This design comes from an exercise in tuning for small area, a short achievable clock period and few clock cycles on the open sky130 flow, not from production work. Function was checked by simulation only, so behaviour that the tests miss may differ from the original. No activity file was given, so power comes from the tool's default toggle rates.

### design.v
`default_nettype none
package bias_pkg;
	typedef logic [(4 * 16)-1:0] ddr_word_t;
	typedef logic signed [16-1:0] bias_t;
	typedef logic signed [20-1:0] bias_out_t;
	typedef logic [4*20-1:0] bias_vec_t;  
	typedef logic [7-1:0] bb_addr_t;
	typedef logic [5-1:0] shift_t;
	typedef logic [8-1:0] word_cnt_t;
	typedef enum logic [1:0] {
		FETCH_IDLE,
		FETCH_PULL,    
		FETCH_WRITE,   
		FETCH_DONE     
	} fetch_state_t;
	typedef enum logic [1:0] {
		READ_IDLE,
		READ_READ,     
		READ_HOLD,     
		READ_DONE      
	} reader_state_t;
endpackage
`default_nettype wire
`timescale 1ns/100ps
`default_nettype none
module bias_fetch (
	input  logic                 clk,
	input  logic                 rst,
	input  logic                 cfg_req,
	input  bias_pkg::word_cnt_t  cfg_count,
	input  bias_pkg::bb_addr_t   cfg_addr,
	output logic                 cfg_ack,
	output logic                 fetch_busy,
	input  logic                 fifo_empty,
	output logic                 fifo_req,
	input  bias_pkg::bb_addr_t   phase,
	output logic [(1 << 3)-1:0] wr_port
);
	localparam int SLOT_W = 7 - 3;  
	logic                active_q;   
	logic                pull_q;     
	logic                ack_q;
	logic                pend_q;     
	logic                go_q;       
	bias_pkg::word_cnt_t cnt_q;      
	bias_pkg::bb_addr_t  addr_q;     
	logic [(1 << 3)-1:0] port_q;
	logic start, pop, last, pull_next;
	bias_pkg::bb_addr_t land, land_next;
	assign start = cfg_req && !active_q;
	assign pop   = go_q && !fifo_empty;
	assign last  = (cnt_q == bias_pkg::word_cnt_t'(1));
	assign land      = phase + bias_pkg::bb_addr_t'(2) - addr_q;
	assign land_next = start ? phase + bias_pkg::bb_addr_t'(3) - cfg_addr
	                         : land + bias_pkg::bb_addr_t'(1);
	always_comb begin
		pull_next = pull_q;
		if (start) pull_next = (cfg_count != '0);
		else if (pop && last) pull_next = 1'b0;
	end
	always_ff @(posedge clk) begin
		if (rst) begin
			active_q <= 1'b0;
			pull_q   <= 1'b0;
			go_q     <= 1'b0;
			ack_q    <= 1'b0;
			pend_q   <= 1'b0;
			port_q   <= '0;
		end else begin
			active_q <= cfg_req;
			pend_q   <= pop;
			pull_q   <= pull_next;
			go_q     <= pull_next && ((pop && !start) || (land_next[SLOT_W-1:0] == '0));
			for (int k = 0; k < (1 << 3); k++) begin
				port_q[k] <= pop && (addr_q[7-1:SLOT_W] == 3'(k));
			end
			if (start) begin
				ack_q <= (cfg_count == '0);
			end else if (!cfg_req) begin
				ack_q <= 1'b0;
			end else if (pop && last) begin
				ack_q <= 1'b1;
			end
		end
	end
	always_ff @(posedge clk) begin
		if (start) begin
			cnt_q  <= cfg_count;
			addr_q <= cfg_addr;
		end else if (pop) begin
			cnt_q  <= cnt_q - bias_pkg::word_cnt_t'(1);
			addr_q <= addr_q + bias_pkg::bb_addr_t'(1);  
		end
	end
	assign fifo_req   = pop;
	assign wr_port    = port_q;
	assign cfg_ack    = ack_q;
	assign fetch_busy = pull_q || pend_q;
endmodule
`default_nettype wire
`timescale 1ns/100ps
`default_nettype none
module bias_buffer (
	input  logic                 clk,
	input  logic                 rst,
	output bias_pkg::bb_addr_t   phase,
	input  logic [(1 << 3)-1:0] wr_port,
	input  bias_pkg::ddr_word_t  wr_data,
	input  bias_pkg::bb_addr_t   rd_addr,
	output bias_pkg::ddr_word_t  rd_data
);
	localparam int SLOT_W = 7 - 3;  
	localparam int SLOTS  = 1 << SLOT_W;
	bias_pkg::ddr_word_t slot [(1 << 7)];   
	logic [SLOT_W-1:0]   phase_q, phase_n;
	logic [SLOT_W-1:0]   lo_exp_q [SLOTS];
	assign phase_n = rst ? '0 : phase_q + SLOT_W'(1);
	always_ff @(posedge clk) begin
		phase_q <= phase_n;
		for (int p = 0; p < SLOTS; p++) begin
			lo_exp_q[p] <= phase_n - SLOT_W'(p);
		end
	end
	always_ff @(posedge clk) begin
		for (int r = 0; r < (1 << 3); r++) begin
			for (int p = 0; p < SLOTS; p++) begin
				if (p == 0 && wr_port[r]) begin
					slot[r*SLOTS + p] <= wr_data;
				end else begin
					slot[r*SLOTS + p] <= slot[r*SLOTS + (p + SLOTS - 1) % SLOTS];
				end
			end
		end
	end
	assign phase = bias_pkg::bb_addr_t'(phase_q);
	logic [SLOTS-1:0]       lo_hit;
	logic [(1 << 3)-1:0] ring_hit;
	logic [(1 << 7)-1:0] sel;
	for (genvar p = 0; p < SLOTS; p++) begin : g_lo
		bias_eq4 u_eq (.a(rd_addr[SLOT_W-1:0]), .b(lo_exp_q[p]), .y(lo_hit[p]));
	end
	always_comb begin
		for (int r = 0; r < (1 << 3); r++) begin
			ring_hit[r] = (rd_addr[7-1:SLOT_W] == 3'(r));
		end
	end
	for (genvar r = 0; r < (1 << 3); r++) begin : g_sel_r
		for (genvar p = 0; p < SLOTS; p++) begin : g_sel_p
			bias_and2 u_sel (.a(lo_hit[p]), .b(ring_hit[r]), .y(sel[r*SLOTS + p]));
		end
	end
	logic [(1 << 7)-1:0] col [(4 * 16)];
	for (genvar b = 0; b < (4 * 16); b++) begin : g_rd
		for (genvar j = 0; j < (1 << 7); j++) begin : g_col
			assign col[b][j] = slot[j][b];
		end
		bias_rdbit u_bit (.sel(sel), .d(col[b]), .y(rd_data[b]));
	end
endmodule
`default_nettype wire
module bias_eq4 (
	input  logic [3:0] a,
	input  logic [3:0] b,
	output logic       y
);
	assign y = ~|(a ^ b);
endmodule
module bias_and2 (
	input  logic a,
	input  logic b,
	output logic y
);
	assign y = a & b;
endmodule
module bias_ao222n (
	input  logic [2:0] a,
	input  logic [2:0] b,
	output logic       y_n
);
	assign y_n = ~|(a & b);
endmodule
module bias_ao22n (
	input  logic [1:0] a,
	input  logic [1:0] b,
	output logic       y_n
);
	assign y_n = ~|(a & b);
endmodule
module bias_nand4 (
	input  logic [3:0] a,
	output logic       y
);
	assign y = ~&a;
endmodule
module bias_nand3 (
	input  logic [2:0] a,
	output logic       y
);
	assign y = ~&a;
endmodule
module bias_nor4 (
	input  logic [3:0] a,
	output logic       y_n
);
	assign y_n = ~|a;
endmodule
module bias_nor3 (
	input  logic [2:0] a,
	output logic       y_n
);
	assign y_n = ~|a;
endmodule
module bias_rdbit (
	input  logic [127:0] sel,
	input  logic [127:0] d,
	output logic         y
);
	logic [42:0] l1_n;  
	logic [21:0] l2;    
	logic [10:0] l3_n;  
	logic [5:0]  l4;    
	logic [2:0]  l5_n;  
	for (genvar g = 0; g < 42; g++) begin : g_l1
		bias_ao222n u (.a(sel[3*g +: 3]), .b(d[3*g +: 3]), .y_n(l1_n[g]));
	end
	bias_ao22n u_l1_last (.a(sel[127:126]), .b(d[127:126]), .y_n(l1_n[42]));
	for (genvar g = 0; g < 21; g++) begin : g_l2
		bias_nand2 u (.a(l1_n[2*g +: 2]), .y(l2[g]));
	end
	bias_inv u_l2_last (.a(l1_n[42]), .y(l2[21]));
	for (genvar g = 0; g < 11; g++) begin : g_l3
		bias_nor2 u (.a(l2[2*g +: 2]), .y_n(l3_n[g]));
	end
	for (genvar g = 0; g < 5; g++) begin : g_l4
		bias_nand2 u (.a(l3_n[2*g +: 2]), .y(l4[g]));
	end
	bias_inv u_l4_last (.a(l3_n[10]), .y(l4[5]));
	for (genvar g = 0; g < 3; g++) begin : g_l5
		bias_nor2 u (.a(l4[2*g +: 2]), .y_n(l5_n[g]));
	end
	bias_nand3 u_l6 (.a(l5_n), .y(y));
endmodule
module bias_nand2 (
	input  logic [1:0] a,
	output logic       y
);
	assign y = ~&a;
endmodule
module bias_nor2 (
	input  logic [1:0] a,
	output logic       y_n
);
	assign y_n = ~|a;
endmodule
module bias_inv (
	input  logic a,
	output logic y
);
	assign y = ~a;
endmodule
`default_nettype wire
`timescale 1ns/100ps
`default_nettype none
module bias_reader (
	input  logic                 clk,
	input  logic                 rst,
	input  logic                 rd_req,
	input  bias_pkg::shift_t     rd_shift,
	input  logic                 fetch_busy,  
	output logic                 rd_ack,
	output bias_pkg::bias_vec_t  bias_out,
	input  bias_pkg::ddr_word_t  buf_data
);
	logic                ack_q;
	bias_pkg::bias_vec_t scaled;
	always_ff @(posedge clk) begin
		if (rst) begin
			ack_q <= 1'b0;
		end else begin
			ack_q <= rd_req && (ack_q || !fetch_busy);
		end
	end
	localparam int OW = 20;
	localparam int SW = 16 - 1;    
	localparam int HALF = 4 / 2;
	localparam int HW   = HALF * 16;
	logic [OW-1:0]    sh_eq_q;   
	logic [OW-SW-1:0] sh_le_q;   
	logic [OW-1:0]    sh_ne_q;   
	logic [OW-SW-1:0] sh_gt_q;   
	logic [HW-1:0]    word_lo_q;
	logic [HW-1:0]    word_hi_n_q;   
	always_ff @(posedge clk) begin
		word_lo_q   <= buf_data[HW-1:0];
		word_hi_n_q <= ~buf_data[(4 * 16)-1:HW];
		for (int v = 0; v < OW; v++) begin
			sh_eq_q[v] <= (rd_shift == 5'(v));
			sh_ne_q[v] <= (rd_shift != 5'(v));
		end
		for (int m = 0; m < OW - SW; m++) begin
			sh_le_q[m] <= (rd_shift <= 5'(m));
			sh_gt_q[m] <= (rd_shift > 5'(m));
		end
	end
	for (genvar k = 0; k < 4; k++) begin : g_lane
		for (genvar i = 0; i < OW; i++) begin : g_bit
			localparam int LO = (i >= SW) ? i - SW + 1 : 0;
			localparam int NT = i - LO + 1 + ((i >= SW) ? 1 : 0);
			localparam int KB = (k % HALF) * 16;   
			logic [NT-1:0] t_s, t_d;
			if (k < HALF) begin : g_lo
				for (genvar s = LO; s <= i; s++) begin : g_t
					assign t_s[s - LO] = sh_eq_q[s];
					assign t_d[s - LO] = word_lo_q[KB + i - s];
				end
				if (i >= SW) begin : g_sign
					assign t_s[NT-1] = sh_le_q[i - SW];
					assign t_d[NT-1] = word_lo_q[KB + SW];
				end
				bias_andor #(.N(NT)) u_ao (.s(t_s), .d(t_d), .y(scaled[k*OW + i]));
			end else begin : g_hi
				for (genvar s = LO; s <= i; s++) begin : g_t
					assign t_s[s - LO] = sh_ne_q[s];
					assign t_d[s - LO] = word_hi_n_q[KB + i - s];
				end
				if (i >= SW) begin : g_sign
					assign t_s[NT-1] = sh_gt_q[i - SW];
					assign t_d[NT-1] = word_hi_n_q[KB + SW];
				end
				bias_orand_n #(.N(NT)) u_oa (.s_n(t_s), .d_n(t_d), .y(scaled[k*OW + i]));
			end
		end
	end
	assign bias_out = scaled;
	assign rd_ack   = rd_req && ack_q;
endmodule
module bias_andor #(
	parameter int N = 2
) (
	input  logic [N-1:0] s,
	input  logic [N-1:0] d,
	output logic         y
);
	assign y = |(s & d);
endmodule
module bias_orand_n #(
	parameter int N = 2
) (
	input  logic [N-1:0] s_n,
	input  logic [N-1:0] d_n,
	output logic         y
);
	assign y = ~&(s_n | d_n);
endmodule
`default_nettype wire
`timescale 1ns/100ps
`default_nettype none
module bias_path_top (
	input  logic                 clk,
	input  logic                 rst,
	input  logic                 cfg_req,
	input  bias_pkg::word_cnt_t  cfg_count,
	input  bias_pkg::bb_addr_t   cfg_addr,
	output logic                 cfg_ack,
	input  logic                 fifo_empty,
	output logic                 fifo_req,
	input  bias_pkg::ddr_word_t  fifo_data,
	input  logic                 rd_req,
	input  bias_pkg::bb_addr_t   rd_addr,
	input  bias_pkg::shift_t     rd_shift,
	output logic                 rd_ack,
	output bias_pkg::bias_vec_t  bias_out
);
	logic fetch_busy;
	logic [(1 << 3)-1:0] wr_port;
	bias_pkg::bb_addr_t phase;
	bias_pkg::ddr_word_t buf_data;
	bias_fetch fetch0 (
		.clk        (clk),
		.rst        (rst),
		.cfg_req    (cfg_req),
		.cfg_count  (cfg_count),
		.cfg_addr   (cfg_addr),
		.cfg_ack    (cfg_ack),
		.fetch_busy (fetch_busy),
		.fifo_empty (fifo_empty),
		.fifo_req   (fifo_req),
		.phase      (phase),
		.wr_port    (wr_port)
	);
	bias_buffer buffer0 (
		.clk     (clk),
		.rst     (rst),
		.phase   (phase),
		.wr_port (wr_port),
		.wr_data (fifo_data),
		.rd_addr (rd_addr),
		.rd_data (buf_data)
	);
	bias_reader reader0 (
		.clk        (clk),
		.rst        (rst),
		.rd_req     (rd_req),
		.rd_shift   (rd_shift),
		.fetch_busy (fetch_busy),
		.rd_ack     (rd_ack),
		.bias_out   (bias_out),
		.buf_data   (buf_data)
	);
endmodule
`default_nettype wire
### flow/run.sh
#!/bin/bash
# The standard layout (standard.sh), with clock tree synthesis told not to
# add dummy loads and to cluster up to 28 flip-flops per leaf buffer, and the
# port buffers made buf_4 cells.
set -euo pipefail
export CTS_ARGS="-sink_clustering_enable -repair_clock_nets -dont_use_dummy_load -sink_clustering_size 28 -sink_clustering_max_diameter 70"
export BUFFER_PORTS_ARGS="-buffer_cell sky130_fd_sc_hd__buf_4"
bash standard.sh finish > standard_flow.log 2>&1
### standard.sh
#!/bin/bash
# synth_recipe.tcl (not shown) runs the flow's synth.tcl, then flattens the netlist and writes it again
# the make line also repeats each setting of config.mk as NAME=value (left out here)
make -C /OpenROAD-flow-scripts/flow DESIGN_CONFIG=/design/flow/config.mk WORK_HOME=/design/flow/orfs CLKGATE_MAP_FILE= SYNTH_SCRIPT=/design/flow/synth_recipe.tcl "${@:-finish}"
### config.mk
export PLATFORM = sky130hd
export DESIGN_NAME = bias_path_top
export DESIGN_NICKNAME = bias_path_top
export VERILOG_FILES = /design/flow/design.v
export SDC_FILE = /design/flow/constraint.sdc
export NUM_CORES = 4
export LEC_CHECK = 0
export CAP_MARGIN = 20
export CORE_MARGIN = 2
export CORE_UTILIZATION = 50
export SETUP_SLACK_MARGIN = 2.0
export SLEW_MARGIN = 20
export SYNTH_HIERARCHICAL = 1
export SYNTH_MEMORY_MAX_BITS = 16384
### constraint.sdc
create_clock -name core_clock -period 5.5 [get_ports {clk}]
set_input_delay 1.1000 -clock core_clock [delete_from_list [all_inputs] [get_ports {clk}]]
set_output_delay 1.1000 -clock core_clock [all_outputs]
set_load 0.01 [all_outputs]
==> summary.md, run 1 <==
| Metric | Value |
|---|---|
| Die Area | 444000 um2 |
| Vias/cell | 6.32 |
| Die H | 666 um |
| R2r setup slk | 2.01 ns |
| I/O pins | 179 |
| Period utilization | 68.6% |
| Outcome | no timing/DRC/antenna violations |
| Largest net degree at the start of global routing | between 50 and 60 |
| Clk_skew | 0.0884 ns |
| Root buffer cell | clkbuf_16 |
| Fmax | 265 MHz |
| Area Growth Syn to Fin | 11.6% |
| Row count | between 200 and 250 |
| Post-Syn Nets | 15589 |
| Fin worst setup slack | 1.73 ns |
| DRC | 0 |
| Sink Count | 8363 |
| RSZ-0062 raised after global routing | yes |
| Cts hold-fix bufs | 0 |
| Placed cell count | 21834 |
| Mapped Avg Cell Area | 14.2 um2 |
| Routed Antenna Nets | 0 |
| Worst-Margin Slew | between 1 and 1.5 ns |
| DR iter-0 viols | 26403 |
| Final Core Density | 55.9% |
| CTS Buffer Depth | 4 |
| Max-capacitance violation count | 0 |
| Synth warn | 15 |
| Cell Pwr Density | approximately 380 nW/um2 |
| Static leakage | ~98 nW |
| CTS tree | done |
| Slew Viols, Final | 0 |
| Crit Path Class | register to output pin |
| GP Congestion | roughly 0.87 |
| Post-DP HPWL | 447000 um |
| CORE AREA | around 440000 um2 |
| All-layer global routing usage | 30.5% |
| Slew HR | 6.81% |
| Initial antenna violation count | just over 80 |
| Initial Util | 50.1% |
| Post-route setup TNS | 0 ns |
| Required time of the critical path | approximately 4.4 ns |
| Pre-CTS setup slack | 0.693 ns |
| Vias in the first global route | 135025 |
| Endpoint type of the worst setup path | output pin |
| Min Tclk post-route | between 3 and 4 ns |
| Synthesized netlist cell count | 15471 |
| Chip width | 666 um |
| NumNets Final | 16700 |
| Hold Crit Class | register to register |
| WL final | 707000 um |
| Per-cell routed wire length | 31.6 um |
| Clock transition at path regs | 0.11 ns |
| Global-route wire length before repair | 989000 um |
| Final setup fails | 0 |
| GRT overflow | 0 |
| Vias post-DR | 141453 |
| Filler cell count | 35815 |
| Initial DRT Pass Iterations | 14 |
| Startpoint types | register |
| Mapped Area | 219000 um2 |
| Share of layout cells above drive strength 1 | around an eighth |
| Arrival time worst endpoint | approximately 2.7 ns |
| CP max FO | 11 |
| Final Hold Violating Endpoints | 0 |
| Clock latency on the worst-skew pair | 1.02 ns |
| CTS buffer count | 380 |
| Design area | 245000 um2 |
| Peak VDD IR | between 0.2 and 0.3 mV |
| Post-DP Area | 233000 um2 |
| H-Tree Depth | 5 |
| Port buffer count | 178 |
| Post-Layout Cell Count | ~22000 |
flip-flops by register name (all words and copies together) (netlist names), 4 cells and up:
register,count
reader0.sh_ne_q,20
fetch0.cnt_q,8
reader0.word_lo_q,32
reader0.sh_eq_q,20
reader0.word_hi_n_q,32
fetch0.addr_q,7
buffer0.slot,8192
reader0.sh_gt_q,4
fetch0.port_q,8
buffer0.lo_exp_q,29
reader0.sh_le_q,4
worst paths after layout:
check | start | endpoint | cells past startpoint
hold / removal | buffer0.slot[46][7]$_DFF_P_ | buffer0.slot[47][7]$_DFF_P_ | 0
setup reg to reg | buffer0.lo_exp_q[14][0]$_DFF_P_ | reader0.word_hi_n_q[19]$_DFF_P_ | 15
hold reg to reg | buffer0.slot[46][7]$_DFF_P_ | buffer0.slot[47][7]$_DFF_P_ | 0
setup / recovery | reader0.word_hi_n_q[9]$_DFF_P_ | bias_out[55] | 4
metrics by stage:
step / total power (W) / hold WS (ns)
floorplan: 0.0629 / 0.330
global placement: 0.0639 / 0.330
detailed placement: 0.0639 / 0.335
CTS: 0.0932 / 0.269
global route: 0.0955 / 0.271
finish: 0.0929 / 0.266
metal layers:
metal / vias up / GRT usage, % / routed length (um)
met5: - / 0.228 / 342
met4: 22 / 9.50 / 24900
met3: 1093 / 6.91 / 78600
met2: 7520 / 46.1 / 304000
met1: 71101 / 43.5 / 300000
li1: 61717 / - / -
cell type report:
class                           instances  area, um2  area share, %
Antenna cell                           28       70.1         0.0286
Clock buffer                          380       9510           3.89
Inverter                              179        672          0.275
Multi-Input combinational cell       6873      51600           21.1
Sequential cell                      8363     168000           68.6
Tap cell                             5757       7200           2.94
Timing Repair Buffer                  785       7680           3.14
report_power, final:
| part | leakage, nW | total, W | internal [W] | switching [W] |
|---|---|---|---|---|
| clock network | 4.68 | 0.0303 | 0.0124 | 0.0180 |
| logic | 26.1 | 0.00142 | 0.000335 | 0.00109 |
| registers | 67.4 | 0.0612 | 0.0609 | 0.000287 |
critical path, stage by stage (launching register included):
cell and delay, ns:
dfxtp_4 0.51, o22ai_1 0.13, nor2_1 0.12, nand4_1 0.49, buf_6 0.35
cells in the final DEF, fill, tap and decap left out, types with 56 or more instances in the layout:
master,instances
a22oi_2,65
a22o_1,60
buf_4,606
dfxtp_1,8257
xor2_1,69
inv_1,179
nor2_1,925
buf_12,116
o22ai_1,163
and2_4,128
a222oi_1,2702
a221oi_2,56
nand3_1,81
clkbuf_16,382
dfxtp_4,69
nor2_2,56
nand2_1,1706
a22oi_1,59
mux2_2,512
timing repair:
item                       CTS  global route
pin swaps                   51            50
gates resized for setup    268            98
hold endpoints to repair     0             0
gates cloned                 9             8
buffers inserted            65            41
setup endpoints to repair  137           101
Testbench counts, summed over its fixed seeds: cycles 11,523.
==> inputs of run 2 (changes only) <==
==> flow/run.sh (replaced) <==
#!/bin/bash
# The standard layout (standard.sh), with clock tree synthesis told not to
# add dummy loads and to cluster up to 28 flip-flops per leaf buffer, the
# port buffers made buf_4 cells, and the read-side ports (rd_*, bias_out)
# placed together as one pin group.
set -euo pipefail
export CTS_ARGS="-sink_clustering_enable -repair_clock_nets -dont_use_dummy_load -sink_clustering_size 28 -sink_clustering_max_diameter 70"
export BUFFER_PORTS_ARGS="-buffer_cell sky130_fd_sc_hd__buf_4"
group="rd_req rd_ack"
for i in 0 1 2 3 4 5 6; do group="$group rd_addr[$i]"; done
for i in 0 1 2 3 4; do group="$group rd_shift[$i]"; done
for i in $(seq 0 79); do group="$group bias_out[$i]"; done
export PLACE_PINS_ARGS="-group_pins {$group}"
bash standard.sh finish > standard_flow.log 2>&1
==> summary.md, run 2 <==
| Metric | Value |
|---|---|
| CP cell instances | xor2_1 > nor4_4 > buf_12 > buf_4 > and2_4 > buf_4 > a222oi_1 > nand2_1 > nor2_1 > nand2_1 > nor2_4 > nand3_1 (was o22ai_1 > nor2_1 > nand4_1 > buf_6) |
| Arrival time worst endpoint | 4.46 ns (was 2.67 ns) |
| Design area | 245000 um2 (about the same) |
| Sink Count | 8363 (unchanged) |
| DR iter-0 viols | 28809 (was 26403) |
| Max reg flops | 8192 (unchanged) |
| Top sig layer | met5 (unchanged) |
| Storage element area | 168000 um2 (about the same) |
| Row count | 243 (unchanged) |
| Filler cell count | 35784 (was 35815) |
| CTS Buffer Depth | 4 (unchanged) |
| Total power | 0.0934 W (was 0.0929 W) |
| Cts hold-fix bufs | 0 (unchanged) |
| Vias post-DR | 143692 (was 141453) |
| CTS buffer count | 388 (was 380) |
| Endpoint type of the worst setup path | register (was output pin) |
| Die Area | 444000 um2 (unchanged) |
| Share of layout cells above drive strength 1 | 13.3% (was 13.2%) |
| Initial antenna violation count | 100 (was 81) |
| Port buffer count | 178 (unchanged) |
| Chip width | 666 um (unchanged) |
| Post-DP Area | 232000 um2 (was 233000 um2) |
| I/O pins | 179 (unchanged) |
| CP delay by family, top | simple AND/OR/NAND/NOR gates (unchanged) |
| H-Tree Depth | 5 (unchanged) |
| Initial Util | 50.1% (unchanged) |
| Most flop-heavy register | buffer0.slot (unchanged) |
| Commonest non-fill, non-tap cell in the layout | dfxtp_1 (unchanged) |
| Post-route setup TNS | 0 ns (unchanged) |
| CP max FO | 20 (was 11) |
| Fmax | 273 MHz (was 265 MHz) |
| Peak VDD IR | 0.311 mV (was 0.274 mV) |
| Top flop regs | buffer0.slot x8192, reader0.word_hi_n_q x32, reader0.word_lo_q x32 (unchanged) |
| Per-cell routed wire length | 33.3 um (was 31.6 um) |
| Post-Syn Nets | 15589 (unchanged) |
| Final Hold Violating Endpoints | 0 (unchanged) |
| Static leakage | 98.5 nW (was 98.3 nW) |
| CTS tree | done (unchanged) |
| Slew HR | 13.2% (was 6.81%) |
| Worst R2R Path Depth | 12 (was 15) |
| Synthesized netlist cell count | 15471 (unchanged) |
| GP Congestion | 0.867 (was 0.870) |
| Startpoint types | register (unchanged) |
| DRC | 0 (unchanged) |
| Met3 WL | 83400 um (was 78600 um) |
| Max-capacitance violation count | 0 (unchanged) |
| All-layer global routing usage | 32.2% (was 30.5%) |
| Worst-Margin Slew | 1.30 ns (was 1.39 ns) |
| WL final | 746000 um (was 707000 um) |
| Cell Pwr Density | 382 nW/um2 (was 380 nW/um2) |
| Initial DRT Pass Iterations | 11 (was 14) |
| Min Tclk post-route | 3.66 ns (was 3.77 ns) |
| Crit Path Class | register to register (was register to output pin) |
| Clock latency on the worst-skew pair | 1.05 ns (was 1.02 ns) |
| RSZ-0062 raised after global routing | yes (unchanged) |
| Mapped Avg Cell Area | 14.2 um2 (unchanged) |
| Required time of the critical path | 6.30 ns (was 4.40 ns) |
| Met2 wire length | 318000 um (was 304000 um) |
| Area Growth Syn to Fin | 11.7% (was 11.6%) |
| Final setup fails | 0 (unchanged) |
| Root buffer cell | clkbuf_16 (unchanged) |
| CP bufs+invs | 3 (was 1) |
| Critical path depth | 12 (was 4) |
| Clock transition at path regs | 0.08 ns (was 0.11 ns) |
| Pre-CTS setup slack | 0.196 ns (was 0.693 ns) |
| Hold WS | 0.280 ns (was 0.266 ns) |
| CP max stage cell | dfxtp_2 (was dfxtp_4) |
| GRT overflow | 0 (unchanged) |
| Met1 WL | 306000 um (was 300000 um) |
| Post-DP HPWL | 461000 um (was 447000 um) |
| Slew Viols, Final | 0 (unchanged) |
| Area of the multi-input gates | 51800 um2 (was 51600 um2) |
| Synth warn | 15 (unchanged) |
| Hold Path Stages | 0 (unchanged) |
| Die H | 666 um (unchanged) |
| NumNets Final | 16738 (was 16700) |
| Period utilization | 66.6% (was 68.6%) |
| Hold Crit Class | register to register (unchanged) |
| Vias in the first global route | 136210 (was 135025) |
| Fin worst setup slack | 1.84 ns (was 1.73 ns) |
| Commonest non-fill, non-tap cells in the layout | dfxtp_1, a222oi_1, nand2_1 (unchanged) |
| Largest net degree at the start of global routing | 44 (was 53) |
| CP peak stage delay | 0.51 ns (about the same) |
| CORE AREA | 437000 um2 (unchanged) |
| Global-route wire length before repair | 1030000 um (was 989000 um) |
| Mapped Area | 219000 um2 (unchanged) |
| Outcome | no timing/DRC/antenna violations (unchanged) |
| Routed Antenna Nets | 0 (unchanged) |
| Vias/cell | 6.41 (was 6.32) |
| Clk_skew | 0.0992 ns (was 0.0884 ns) |
-- run 2: cell type report --
class	count	share of cell area, %
sequential	8363	68.5
timing repair buffer	795	3.08
inverter	179	0.274
tap	5757	2.94
antenna	53	0.0542
clock buffer	388	3.97
multi-input combinational	6893	21.1
-- run 2: final timing paths --
path / startpoint / endpoint / slack (ns)
worst max-delay path: buffer0.lo_exp_q[9][0]$_DFF_P_ / reader0.word_lo_q[7]$_DFF_P_ / 1.84
worst min-delay path: buffer0.slot[45][20]$_DFF_P_ / buffer0.slot[46][20]$_DFF_P_ / 0.28
worst max register to register: buffer0.lo_exp_q[9][0]$_DFF_P_ / reader0.word_lo_q[7]$_DFF_P_ / 1.84
worst min register to register: buffer0.slot[45][20]$_DFF_P_ / buffer0.slot[46][20]$_DFF_P_ / 0.28
-- run 2: per-stage QoR --
| stage | std cells | utilization, % |
|---|---|---|
| final | 22428 | 56.0 |
| after floorplan | 15471 | - |
| after detailed placement | 21794 | 53.0 |
| after global routing | 22392 | 56.0 |
| after CTS | 22326 | 55.8 |
| after global placement | 21787 | 53.0 |
-- run 2: what timing repair did --
| item | CTS | global route |
|---|---|---|
| setup buffers | 109 | 41 |
| setup endpoints to repair | 137 | 95 |
| gates resized for setup | 251 | 104 |
| cloned | 35 | 8 |
| pin swaps | 87 | 76 |
-- run 2: power breakdown --
part | switching [W] | internal, W | total [W]
Clock | 0.0181 | 0.0126 | 0.0307
Combinational | 0.00116 | 0.000336 | 0.00149
Sequential | 0.000285 | 0.0609 | 0.0612
-- run 2: routing by layer --
layer	up-vias	track usage, %
met3	1294	6.62
met2	8227	48.5
met4	22	13.7
li1	61875	-
met5	-	0
met1	72274	45.1
==> inputs of run 3 (changes only) <==
--- a/config.mk
+++ b/config.mk
@@ -9,3 +9,3 @@
 export CORE_MARGIN = 2
-export CORE_UTILIZATION = 50
+export CORE_UTILIZATION = 60
 export SETUP_SLACK_MARGIN = 2.0
==> summary.md, run 3 <==
| Metric | Value |
|---|---|
| Routed Antenna Nets | 0 (unchanged) |
| Global-route track usage on met2 | 57.3% (was 48.5%) |
| Net Sw Frac | 20.9% (about the same) |
| Vias/cell | 6.86 (was 6.41) |
| Combinational Power Share | 1.6% (about the same) |
| Design area | 243000 um2 (was 245000 um2) |
| Initial Util | 60.4% (was 50.1%) |
| Crit Path Class | input pin to register (was register to register) |
| Vias in the first global route | 143304 (was 136210) |
| Required time of the critical path | 6.39 ns (was 6.30 ns) |
| CTS Buffer Depth | 4 (unchanged) |
| Slew HR | 18.4% (was 13.2%) |
| Post-Layout Cell Count | 21509 (was 22428) |
| R2r startpoint | buffer0.lo_exp_q[12][1]$_DFF_P_ (was buffer0.lo_exp_q[9][0]$_DFF_P_) |
| Synthesized netlist cell count | 15471 (unchanged) |
| Hold Startpoint | buffer0.slot[97][42]$_DFF_P_ (was buffer0.slot[45][20]$_DFF_P_) |
| Initial antenna violation count | 99 (was 100) |
| R2r setup slk | 1.98 ns (was 1.84 ns) |
| Max-capacitance violation count | 0 (unchanged) |
| Clock transition at path regs | 0.10 ns (was 0.08 ns) |
| Post-DP Area | 232000 um2 (about the same) |
| GP Congestion | 0.930 (was 0.867) |
| Area Growth Syn to Fin | 10.9% (was 11.7%) |
| Die Area | 370000 um2 (was 444000 um2) |
| Clk pwr share | 31.9% (was 32.9%) |
| Hold Crit Class | register to register (unchanged) |
| CORE AREA | 363000 um2 (was 437000 um2) |
| Per-cell routed wire length | 35.5 um (was 33.3 um) |
| Root buffer cell | clkbuf_16 (unchanged) |
| Mapped Area | 219000 um2 (unchanged) |
| Final Hold Violating Endpoints | 0 (unchanged) |
| I/O pins | 179 (unchanged) |
| Hold WS | 0.287 ns (was 0.280 ns) |
| DRC | 0 (unchanged) |
| Post-route setup TNS | 0 ns (unchanged) |
| Synth warn | 15 (unchanged) |
| Cell Pwr Density | 379 nW/um2 (was 382 nW/um2) |
| Outcome | no timing/DRC/antenna violations (unchanged) |
| DR iter-0 viols | 30778 (was 28809) |
| NumNets Final | 16749 (was 16738) |
| Peak VDD IR | 0.322 mV (was 0.311 mV) |
| Endpoint type of the worst setup path | register (unchanged) |
| Period utilization | 65.6% (was 66.6%) |
| Post-DP HPWL | 483000 um (was 461000 um) |
| Fmax | 277 MHz (was 273 MHz) |
| Vias post-DR | 147624 (was 143692) |
| Hold Path Stages | 0 (unchanged) |
| RSZ-0062 raised after global routing | yes (unchanged) |
| Worst R2R Path Depth | 12 (unchanged) |
| Sink Count | 8363 (unchanged) |
| Global-route wire length before repair | 1060000 um (was 1030000 um) |
| Static leakage | 98.3 nW (was 98.5 nW) |
| CTS buffer count | 353 (was 388) |
| Die H | 608 um (was 666 um) |
| GRT overflow | 0 (unchanged) |
| Clock latency on the worst-skew pair | 1.00 ns (was 1.05 ns) |
| Placed cell count | 20928 (was 21794) |
| Seq pwr share | 66.5% (was 65.5%) |
| All-layer global routing usage | 39.4% (was 32.2%) |
| Total power | 0.0921 W (was 0.0934 W) |
| M1 GR Usage | 53.0% (was 45.1%) |
| Switching pwr | 0.0193 W (was 0.0196 W) |
| Largest net degree at the start of global routing | 65 (was 44) |
| Final setup fails | 0 (unchanged) |
| Worst-Margin Slew | 1.21 ns (was 1.30 ns) |
| Most flop-heavy register | buffer0.slot (unchanged) |
| Commonest non-fill, non-tap cell in the layout | dfxtp_1 (unchanged) |
| Slew Viols, Final | 0 (unchanged) |
| R2R Path End | reader0.word_lo_q[26]$_DFF_P_ (was reader0.word_lo_q[7]$_DFF_P_) |
| Post-Syn Nets | 15589 (unchanged) |
| Row count | 221 (was 243) |
| Chip width | 608 um (was 666 um) |
| Clk_skew | 0.102 ns (was 0.0992 ns) |
| Max reg flops | 8192 (unchanged) |
| Cts hold-fix bufs | 0 (unchanged) |
| Min Tclk post-route | 3.61 ns (was 3.66 ns) |
| Mapped Avg Cell Area | 14.2 um2 (unchanged) |
| CP max FO | 36 (was 20) |
| H-Tree Depth | 5 (unchanged) |
| Arrival time worst endpoint | 4.50 ns (was 4.46 ns) |
| Initial DRT Pass Iterations | 17 (was 11) |
| Startpoint types | input pin (was register) |
| Met3 usage | 10.7% (was 6.62%) |
| Worst hold endpoint | buffer0.slot[98][42]$_DFF_P_ (was buffer0.slot[46][20]$_DFF_P_) |
| Gr busiest metal | met2 (unchanged) |
| Port buffer count | 178 (unchanged) |
| Commonest non-fill, non-tap cells in the layout | dfxtp_1, a222oi_1, nand2_1 (unchanged) |
| Share of layout cells above drive strength 1 | 13.5% (was 13.3%) |
| WL final | 764000 um (was 746000 um) |
| CTS tree | done (unchanged) |
| Pint | 0.0728 W (was 0.0739 W) |
| Top flop regs | buffer0.slot x8192, reader0.word_hi_n_q x32, reader0.word_lo_q x32 (unchanged) |
run 3: power by group through the flow:
stage          sequential (W)  combinational [W]  clock, W
2_1_floorplan          0.0625           0.000401         0
3_3_place_gp           0.0626            0.00127         0
3_5_place_dp           0.0626            0.00128         0
4_1_cts                0.0612            0.00138    0.0294
5_1_grt                0.0613            0.00150    0.0314
6_report               0.0612            0.00151    0.0294
run 3: timing repair:
item,4_1_cts,5_1_grt
setup buffers,68,41
gates resized for setup,263,74
gates cloned,20,13
pin swaps,49,30
endpoints found under the setup margin,138,79
run 3: layout make-up:
| type | instances | area, um2 |
|---|---|---|
| sequential | 8363 | 168000 |
| fill | 26156 | 120000 |
| multi-input combinational | 6888 | 51800 |
| clock buffer | 353 | 8830 |
| timing repair buffer | 846 | 7710 |
| tap | 4794 | 6000 |
| inverter | 179 | 672 |
| antenna | 86 | 215 |
run 3: how the worst max path moves through the flow:
| stage | startpoint | to | slack, ns | depth (start not counted) |
|---|---|---|---|---|
| final | rd_addr[6] | reader0.word_hi_n_q[30]$_DFF_P_ | 1.89 | 14 |
| after floorplan | rd_addr[1] | reader0.word_hi_n_q[0]$_DFF_P_ | 2.00 | 10 |
| after global placement | rd_addr[0] | reader0.word_hi_n_q[3]$_DFF_P_ | -0.50 | 13 |
| after CTS | buffer0.lo_exp_q[14][0]$_DFF_P_ | reader0.word_hi_n_q[7]$_DFF_P_ | 1.93 | 13 |
| after global routing | buffer0.lo_exp_q[14][0]$_DFF_P_ | reader0.word_hi_n_q[14]$_DFF_P_ | 1.89 | 14 |
| after detailed placement | rd_addr[1] | reader0.word_hi_n_q[7]$_DFF_P_ | 0.38 | 13 |
run 3: metrics by stage:
| step | setup WS (ns) | util [%] |
|---|---|---|
| final | 1.89 | 66.9 |
| after global routing | 1.89 | 66.9 |
| after CTS | 1.93 | 66.7 |
| after detailed placement | 0.380 | 63.8 |
| after global placement | -0.502 | 63.7 |
| after floorplan | 2.00 | - |
run 3: critical path, cell delays in order:
cell and delay [ns]:
buf_4 0.15, nand2_1 0.10, nor2_4 0.54, buf_4 0.38, and2_4 0.81, buf_4 0.47
a222oi_1 0.12, nand2_1 0.09, nor2_1 0.04, nand2_1 0.08, nor2_2 0.05, buf_4 0.16
nand3_1 0.20, inv_1 0.08
run 3: layer usage:
| metal | wire (um) | vias up | share of wire (%) |
|---|---|---|---|
| li1 | - | 61840 | - |
| met4 | 50300 | 36 | 6.6 |
| met2 | 321000 | 10048 | 42 |
| met3 | 100000 | 1776 | 13 |
| met1 | 292000 | 73924 | 38 |
| met5 | 230 | - | 0.030 |
==> inputs of run 4 (changes only) <==
--- a/config.mk
+++ b/config.mk
@@ -9,3 +9,4 @@
 export CORE_MARGIN = 2
-export CORE_UTILIZATION = 60
+export CORE_UTILIZATION = 65
+export PLACE_DENSITY = 0.7
 export SETUP_SLACK_MARGIN = 2.0
==> summary.md, run 4 <==
| Metric | Value |
|---|---|
| Cell Pwr Density | 380 nW/um2 (was 379 nW/um2) |
| Hold Path Stages | 0 (unchanged) |
| Sink Count | 8363 (unchanged) |
| Die Area | 342000 um2 (was 370000 um2) |
| Outcome | no timing/DRC/antenna violations (unchanged) |
| Hold WS | 0.232 ns (was 0.287 ns) |
| Hold Crit Class | register to register (unchanged) |
| Area Growth Syn to Fin | 9.92% (was 10.9%) |
| Share of layout cells above drive strength 1 | 12.3% (was 13.5%) |
| Port buffer count | 178 (unchanged) |
| Vias post-DR | 144614 (was 147624) |
| Final Hold Violating Endpoints | 0 (unchanged) |
| DRC | 0 (unchanged) |
| Post-DP HPWL | 450000 um (was 483000 um) |
| Mapped Avg Cell Area | 14.2 um2 (unchanged) |
| Clock latency on the worst-skew pair | 1.01 ns (was 1.00 ns) |
| All-layer global routing usage | 39.1% (was 39.4%) |
| CP delay by family, top | simple AND/OR/NAND/NOR gates (unchanged) |
| Slew Viols, Final | 0 (unchanged) |
| Initial antenna violation count | 104 (was 99) |
| CTS tree | done (unchanged) |
| Worst-Margin Slew | 1.27 ns (was 1.21 ns) |
| GP Congestion | 0.922 (was 0.930) |
| Required time of the critical path | 6.36 ns (was 6.39 ns) |
| CTS Buffer Depth | 4 (unchanged) |
| WL final | 696000 um (was 764000 um) |
| Chip width | 585 um (was 608 um) |
| Mapped Area | 219000 um2 (unchanged) |
| Commonest non-fill, non-tap cell in the layout | dfxtp_1 (unchanged) |
| Filler cell count | 22467 (was 26156) |
| Fin worst setup slack | 1.83 ns (was 1.89 ns) |
| CP dominant cell by count | buf_4 (unchanged) |
| Post-route setup TNS | 0 ns (unchanged) |
| Per-cell routed wire length | 33.2 um (was 35.5 um) |
| R2R Path End | reader0.word_hi_n_q[31]$_DFF_P_ (was reader0.word_lo_q[26]$_DFF_P_) |
| Root buffer cell | clkbuf_16 (unchanged) |
| Clk_skew | 0.119 ns (was 0.102 ns) |
| Initial Util | 65.2% (was 60.4%) |
| Crit Path Class | input pin to register (unchanged) |
| Fmax | 273 MHz (was 277 MHz) |
| Max reg flops | 8192 (unchanged) |
| Commonest non-fill, non-tap cells in the layout | dfxtp_1, a222oi_1, nand2_1 (unchanged) |
| Post-Layout Cell Count | 20991 (was 21509) |
| Most flop-heavy register | buffer0.slot (unchanged) |
| Worst R2R Path Depth | 13 (was 12) |
| Area of the multi-input gates | 51500 um2 (was 51800 um2) |
| Vias in the first global route | 140801 (was 143304) |
| Synth warn | 15 (unchanged) |
| Endpoint type of the worst setup path | register (unchanged) |
| CP max stage cell | buf_4 (was and2_4) |
| Arrival time worst endpoint | 4.52 ns (was 4.50 ns) |
| Global-route wire length before repair | 980000 um (was 1060000 um) |
| Row count | 213 (was 221) |
| Static leakage | 97.1 nW (was 98.3 nW) |
| H-Tree Depth | 5 (unchanged) |
| Post-Syn Nets | 15589 (unchanged) |
| Max-capacitance violation count | 0 (unchanged) |
| NumNets Final | 16526 (was 16749) |
| Vias/cell | 6.89 (was 6.86) |
| Min Tclk post-route | 3.67 ns (was 3.61 ns) |
| CP cell instances | buf_4 > nor3_2 > buf_4 > and2_4 > buf_4 > a222oi_1 > nand2_1 > nor2_1 > nand2_1 > nor2_2 > nand3_1 > inv_1 (was buf_4 > nand2_1 > nor2_4 > buf_4 > and2_4 > buf_4 > a222oi_1 > nand2_1 > nor2_1 > nand2_1 > nor2_2 > buf_4 > nand3_1 > inv_1) |
| CP bufs+invs | 4 (was 5) |
| Startpoint types | input pin (unchanged) |
| Top flop regs | buffer0.slot x8192, reader0.word_hi_n_q x32, reader0.word_lo_q x32 (unchanged) |
| Final setup fails | 0 (unchanged) |
| Storage element area | 168000 um2 (about the same) |
| DR iter-0 viols | 28506 (was 30778) |
| Period utilization | 66.7% (was 65.6%) |
| I/O pins | 179 (unchanged) |
| CP max FO | 35 (was 36) |
| Largest net degree at the start of global routing | 64 (was 65) |
| Worst hold endpoint | buffer0.slot[101][30]$_DFF_P_ (was buffer0.slot[98][42]$_DFF_P_) |
| Clock transition at path regs | 0.10 ns (about the same) |
| R2r setup slk | 1.84 ns (was 1.98 ns) |
| Slew HR | 15.6% (was 18.4%) |
| CP peak stage delay | 0.62 ns (was 0.81 ns) |
| Cts hold-fix bufs | 0 (unchanged) |
| Synthesized netlist cell count | 15471 (unchanged) |
| GRT overflow | 0 (unchanged) |
| RSZ-0062 raised after global routing | yes (unchanged) |
| R2r startpoint | buffer0.lo_exp_q[14][0]$_DFF_P_ (was buffer0.lo_exp_q[12][1]$_DFF_P_) |
| Hold Startpoint | buffer0.slot[100][30]$_DFF_P_ (was buffer0.slot[97][42]$_DFF_P_) |
| CTS buffer count | 344 (was 353) |
| Routed Antenna Nets | 0 (unchanged) |
| Peak VDD IR | 0.335 mV (was 0.322 mV) |
| Pre-CTS setup slack | 0.502 ns (was 0.380 ns) |
| Initial DRT Pass Iterations | 14 (was 17) |
| CORE AREA | 336000 um2 (was 363000 um2) |
| Placed cell count | 20506 (was 20928) |
| Die H | 585 um (was 608 um) |
## run 4: how the worst max path moves through the flow
stage	end	from	slack (ns)	cells after the start
2_1_floorplan	reader0.word_hi_n_q[0]$_DFF_P_	rd_addr[1]	2.00	10
3_3_place_gp	reader0.word_lo_q[20]$_DFF_P_	rd_addr[0]	0.40	12
3_5_place_dp	reader0.word_lo_q[20]$_DFF_P_	rd_addr[3]	0.50	13
4_1_cts	reader0.word_hi_n_q[31]$_DFF_P_	buffer0.lo_exp_q[14][0]$_DFF_P_	1.89	13
5_1_grt	bias_out[19]	reader0.word_lo_q[12]$_DFF_P_	1.83	4
6_report	reader0.word_hi_n_q[2]$_DFF_P_	rd_addr[6]	1.83	12
## run 4: through the flow
step | utilization (%) | cell area, um2 | power (W)
after global placement | 68.5 | 230000 | 0.0638
after floorplan | - | 219000 | 0.0629
after CTS | 71.4 | 240000 | 0.0913
final | 71.7 | 241000 | 0.0914
after global routing | 71.6 | 241000 | 0.0935
after detailed placement | 68.5 | 230000 | 0.0639
## run 4: worst register-to-register path: cells and delay by family (launching register included)
| family | cells | cell delay [ns] |
|---|---|---|
| flip-flops | 1 | 0.34 |
| AND/OR/NAND/NOR | 7 | 1.96 |
| AO/OA/AOI/OAI | 1 | 0.08 |
| XOR/XNOR | 1 | 0.20 |
| buffers and inverters | 4 | 0.97 |
## run 4: report_power, final
group / internal, W / switching (W)
Clock: 0.0113 / 0.0176
Combinational: 0.000298 / 0.00105
Sequential: 0.0609 / 0.000311
Total: 0.0725 / 0.0189
## run 4: what timing repair did
| item | in CTS | in global routing |
|---|---|---|
| pin swaps | 23 | 64 |
| setup endpoints to repair | 137 | 98 |
| gates resized for setup | 246 | 119 |
| cloned | 7 | 10 |
| setup buffers | 28 | 26 |
## run 4: layout make-up
class / count / area share [%]
timing repair buffer: 649 / 2.65
sequential: 8363 / 69.7
antenna: 70 / 0.0727
inverter: 179 / 0.279
multi-input combinational: 6871 / 21.4
tap: 4515 / 2.35
clock buffer: 344 / 3.57
## run 4: per-layer routing
| layer | global-route usage (%) | vias up | share of wire [%] |
|---|---|---|---|
| met2 | 57.4 | 9438 | 43 |
| li1 | - | 61363 | - |
| met5 | 0 | - | 0.056 |
| met3 | 12.6 | 1530 | 14 |
| met1 | 53.6 | 72227 | 39 |
| met4 | 16.2 | 56 | 4.5 |

port drivers added, routing unchanged:
The results above use ideal ports. As a check the final layouts listed here were re-extracted and re-timed, cells and wires unchanged. Step 1 sets driving cells, clkbuf_16 on the clock port and buf_2 on the other inputs (assumed; they add their load-dependent delay and slew). Step 2 adds t to the input delays and takes it off the output delays; t is the mean of the earliest and latest rising clock arrival at the registers after step 1. Input paths then give back, and output paths get back, about the clock's delay inside the block. a / b / c = ideal / step 1 / step 2; a / b = the first two.
run	shift t [ns]	setup slack, ns	hold slack, ns	slew at the worst register clock pin (ns)	pins driven straight from the clock port
run 1	1.101	1.726 / 1.609 / 0.911	0.266 / 0.266 / 0.266	0.11 / 0.11	1
run 2	1.126	1.837 / 1.702 / 0.576	0.280 / 0.262 / 0.280	0.11 / 0.11	1
run 3	1.091	1.892 / 1.667 / 0.577	0.287 / 0.269 / 0.287	0.11 / 0.11	1
run 4	1.057	1.834 / 1.740 / 0.767	0.232 / 0.232 / 0.232	0.11 / 0.11	1
After both steps setup and hold are still met in every run listed. The setup slack of run 3, which loses most, moves by -0.225 ns with the drivers and by -1.315 ns with both steps.
